From an optimization exercise on the open Yosys and OpenROAD flow, aimed at small area, a short achievable clock period and few clock cycles per item; shortcuts taken in it are not production practice.
The RTL was checked by simulation tests, not by an equivalence proof against the original design.
Power and IR drop assume default switching activity.

==> 05-12 <==
Design poly1305_reduce, start of the top module:
module poly1305_reduce
(
  input  logic           clk,
  input  logic           rst,
  input  logic           start,
  input  logic [P_W-1:0] P,
  output logic [H_W-1:0] H,
  output logic           ready,
  output logic           busy
);
Settings: LEC_CHECK=0, CAP_MARGIN=20, CORE_MARGIN=2, CORE_UTILIZATION=40, SETUP_SLACK_MARGIN=2, SLEW_MARGIN=20; clock period 6.0 ns.
standard.sh (not shown) runs the stock make flow with config.mk's settings and CLKGATE_MAP_FILE= SYNTH_SCRIPT=/design/flow/synth_recipe.tcl, a recipe that flattens the netlist after the stock synthesis.
==> flow/flow/run.sh <==
#!/bin/bash
# Layout flow: the standard layout (standard.sh: ORFS with the standard flow's synthesis, config and
# constraints), except that the port buffers buffer_ports inserts are buf_1 cells instead of
# the cell it picks by default (clkdlybuf4s50_1, a slow delay cell). Every port still gets
# its buffer. The full output of the run is kept in standard_flow.log in this folder; ORFS
# keeps each step's own log under orfs/logs/.
set -euo pipefail
bash standard.sh "BUFFER_PORTS_ARGS=-buffer_cell sky130_fd_sc_hd__buf_1" finish > standard_flow.log 2>&1
==> inputs of 03-27, as changes to 05-12 <==
SETUP_SLACK_MARGIN = 2.5   (was 2)
==> inputs of 02-13, as changes to 05-12 <==
CORE_UTILIZATION = 55   (was 40)
SETUP_SLACK_MARGIN = 2.5   (was 2)
==> notes <==
In 02-13 the non-clock buffer count is higher than in 03-27, by 4.
In 05-12 the final area is lower than in 03-27, by 1.2%.
Area after synthesis is the same in 03-27 and 02-13.
Against 05-12, the die area of 02-13 is lower by about 27%.
In flip-flop and latch count, 05-12 and 03-27 do not differ.
The lowest worst setup slack belongs to 02-13, the highest to 03-27.
Fmax: 03-27 > 05-12 > 02-13.
Testbench counts of 05-12, summed over its fixed seeds: cycles 1,600, items 1,600.
Testbench counts of 03-27, summed over its fixed seeds: cycles 1,600, items 1,600.
Testbench counts of 02-13, summed over its fixed seeds: cycles 1,600, items 1,600.

==> run a: inputs <==
poly1305_reduce, a different RTL version from the one above (not shown whole).
export LEC_CHECK = 0
export CAP_MARGIN = 20
export CORE_MARGIN = 2
export CORE_UTILIZATION = 65
export SLEW_MARGIN = 20
create_clock -name core_clock -period 6.0 [get_ports {clk}]
run.sh (not shown) runs the stock make flow with config.mk's settings and CLKGATE_MAP_FILE= SYNTH_SCRIPT=/design/flow/synth_recipe.tcl, a recipe that flattens the netlist after the stock synthesis.
Stock flow here: none of the scripts above is used.
==> inputs of run b, as changes to run a <==
CORE_UTILIZATION = 40   (was 65)
==> qor summary <==
                                                      run b                       run a
Number of instances in the placed design               2228                        2048
Highest ir drop seen on vdd                        0.196 mV                    0.204 mV
Die outline area                                  35200 um2                   21900 um2
Post-route worst setup slack                       0.319 ns                  -0.0519 ns
Filler instances                                       3029                         930
Growth of design area from synthesis to finish        37.8%                       36.3%
CLK BUF                                                  20                          19
Met3 usage                                           0.0507                       0.158
End of the critical path                             H[104]                       H[11]
Overall Global Routing Usage                          0.224                       0.435
Run status                 no timing/DRC/antenna violations  complete, but fails checks
Reasons for failing layout checks                         -        negative setup slack
Estimated wirelength of the detail-placed design   33000 um                    34600 um
Average detailed-routed wire length per instance    17.1 um                     22.6 um
Post-Route Setup TNS                                   0 ns                  -0.0519 ns
Wl on met1                                         17400 um                    15400 um
Switching power summed over all nets                2.65 mW                     2.89 mW
Leakage component of the power                      7.64 nW                     7.62 nW
Reg power frac                                        0.273                       0.266
Post-Layout Inst Area                             18600 um2                   18400 um2
Ratio of final minimum period to clock period         0.947                        1.01
Combinational cell fraction of total power            0.558                       0.564
Combinational power                                 3.64 mW                     3.86 mW
Switching power as a share of total power             0.407                       0.423
Total placed instance area                        18000 um2                   17700 um2
Internal power                                      3.87 mW                     3.95 mW
Testbench counts of run a, summed over its fixed seeds: cycles 1,600, items 1,600.
Testbench counts of run b, summed over its fixed seeds: cycles 1,600, items 1,600.

==> harbor <==
Another version of the RTL of poly1305_reduce (not shown whole).
clock: 6.0 ns
lec_check: 0
abc_area: 1
cap_margin: 20
core_margin: 2
core_utilization: 40
setup_slack_margin: 2.25
slew_margin: 20
standard.sh (not shown) runs the stock make flow with config.mk's settings and CLKGATE_MAP_FILE= SYNTH_SCRIPT=/design/flow/synth_recipe.tcl, a recipe that flattens the netlist after the stock synthesis.
Scripts as last shown in full above: flow/flow/run.sh
==> quartz: changes against harbor <==
SETUP_SLACK_MARGIN = 2.5   (was 2.25)
==> notes <==
In harbor the fmax is larger than in quartz, by about 1.5%. Of harbor and quartz, quartz has the higher first-iteration DRC count (gap 4.4%, measured against quartz). In quartz the cell count is higher than in harbor, by 2.1%. Area after synthesis is the same in harbor and quartz.
Testbench counts of harbor, summed over its fixed seeds: cycles 1,600, items 1,600.
Testbench counts of quartz, summed over its fixed seeds: cycles 1,600, items 1,600.

==> inputs of job 2974 <==
Another version of the RTL of poly1305_reduce (not shown whole).
export LEC_CHECK = 0
export ABC_AREA = 1
export CAP_MARGIN = 20
export CORE_MARGIN = 2
export CORE_UTILIZATION = 40
export SETUP_SLACK_MARGIN = 2.25
export SLEW_MARGIN = 20
create_clock -name core_clock -period 6.0 [get_ports {clk}]
Scripts as last shown in full above: flow/flow/run.sh
==> inputs of job 6260, as changes to job 2974 <==
- SETUP_SLACK_MARGIN: 2.25 -> 1.75
==> results.json <==
{
  "power_switching_mw": 3.02,
  "status": "no timing/DRC/antenna violations",
  "multi_input_cells": 1300,
  "cp_num_buf_inv": 2,
  "holdWs_ns": 0.551
}
Source of the figures above: job 2974

==> results.json <==
{
  "status": "no timing/DRC/antenna violations",
  "holdWs_ns": 0.555,
  "cp_num_buf_inv": 5,
  "multi_input_cells": 1299
}
Source of the figures above: job 6260

Testbench counts of job 2974, summed over its fixed seeds: cycles 1,600, items 1,600.
Testbench counts of job 6260, summed over its fixed seeds: cycles 1,600, items 1,600.

==> trial 63: inputs <==
Another version of the RTL of poly1305_reduce (not shown whole).
Settings: LEC_CHECK=0, ABC_AREA=1, CAP_MARGIN=20, CORE_MARGIN=2, CORE_UTILIZATION=40, SETUP_SLACK_MARGIN=3, SLEW_MARGIN=20; clock period 6.0 ns.
Scripts as last shown in full above: flow/flow/run.sh
==> inputs of trial 9, as changes to trial 63 <==
- SETUP_SLACK_MARGIN: 3 -> 2
==> results.txt <==
| item | trial 9 | trial 63 |
|---|---|---|
| Antenna violations before repair | 1 | 2 |
| Overall Global Routing Usage | 25.0% | 25.7% |
| Vias in the first global route | 17.3k | 18.1k |
| Final HPWL DP | 38.8 mm | 40.6 mm |
| Signal buf overhead | 11.7% | 15.8% |
| Final Routed Wirelength | 59.5 mm | 60.4 mm |
| Termination of the worst setup path | H[123] | H[20] |
| Share of the final layout cell area in sequential cells | 12.5% | 10.9% |
| Flip-flop and latch area | 2780 um2 | 2780 um2 |
| WL met1 | 26.2 mm | 26.3 mm |
| Max stage delay cell, worst path | sky130_fd_sc_hd__dfxtp_1 | sky130_fd_sc_hd__ha_1 |
| Global-route track usage on met3 | 3.48% | 4.43% |
| Outcome | no timing/DRC/antenna violations | no timing/DRC/antenna violations |
| Power Total | 7.14 mW | 8.25 mW |
Testbench counts of trial 63, summed over its fixed seeds: cycles 1,600, items 1,600.
Testbench counts of trial 9, summed over its fixed seeds: cycles 1,600, items 1,600.

[separate check: timing with driven ports]
The results above use ideal ports. As a check the final layouts listed here were re-extracted and re-timed, cells and wires unchanged. Step 1 assumes that a clkbuf_16 drives the clock port and a buf_2 every other input. Step 2 adds t to the input delays and takes it off the output delays; t is the mean of the earliest and latest rising clock arrival at the registers after step 1. Input paths then give back, and output paths get back, about the clock's delay inside the block. a / b / c = ideal / step 1 / step 2; a / b = the first two.
run	t, ns	setup slack, ns	worst setup path after step 2	slew at the worst register clock pin (ns)
05-12	0.458	1.325 / 1.278 / 1.736	register to output	0.07 / 0.07
03-27	0.476	1.429 / 1.378 / 1.854	register to output	0.07 / 0.07
02-13	0.486	1.246 / 1.196 / 1.682	register to output	0.07 / 0.07
run a	0.489	-0.052 / -0.102 / 0.387	register to output	0.07 / 0.07
run b	0.471	0.319 / 0.269 / 0.739	register to output	0.07 / 0.07
harbor	0.477	2.216 / 2.165 / 1.903	input to register	0.07 / 0.07
quartz	0.475	2.158 / 2.106 / 2.045	input to register	0.08 / 0.08
job 2974	0.480	2.182 / 2.132 / 2.130	input to register	0.08 / 0.08
job 6260	0.474	1.988 / 1.941 / 2.136	input to register	0.08 / 0.08
trial 63	0.503	1.972 / 1.917 / 2.336	input to register	0.06 / 0.06
trial 9	0.492	2.030 / 1.974 / 1.879	input to register	0.07 / 0.07
For harbor, which loses most, drivers alone change the setup slack by -0.051 ns; drivers and shift together by -0.313 ns.
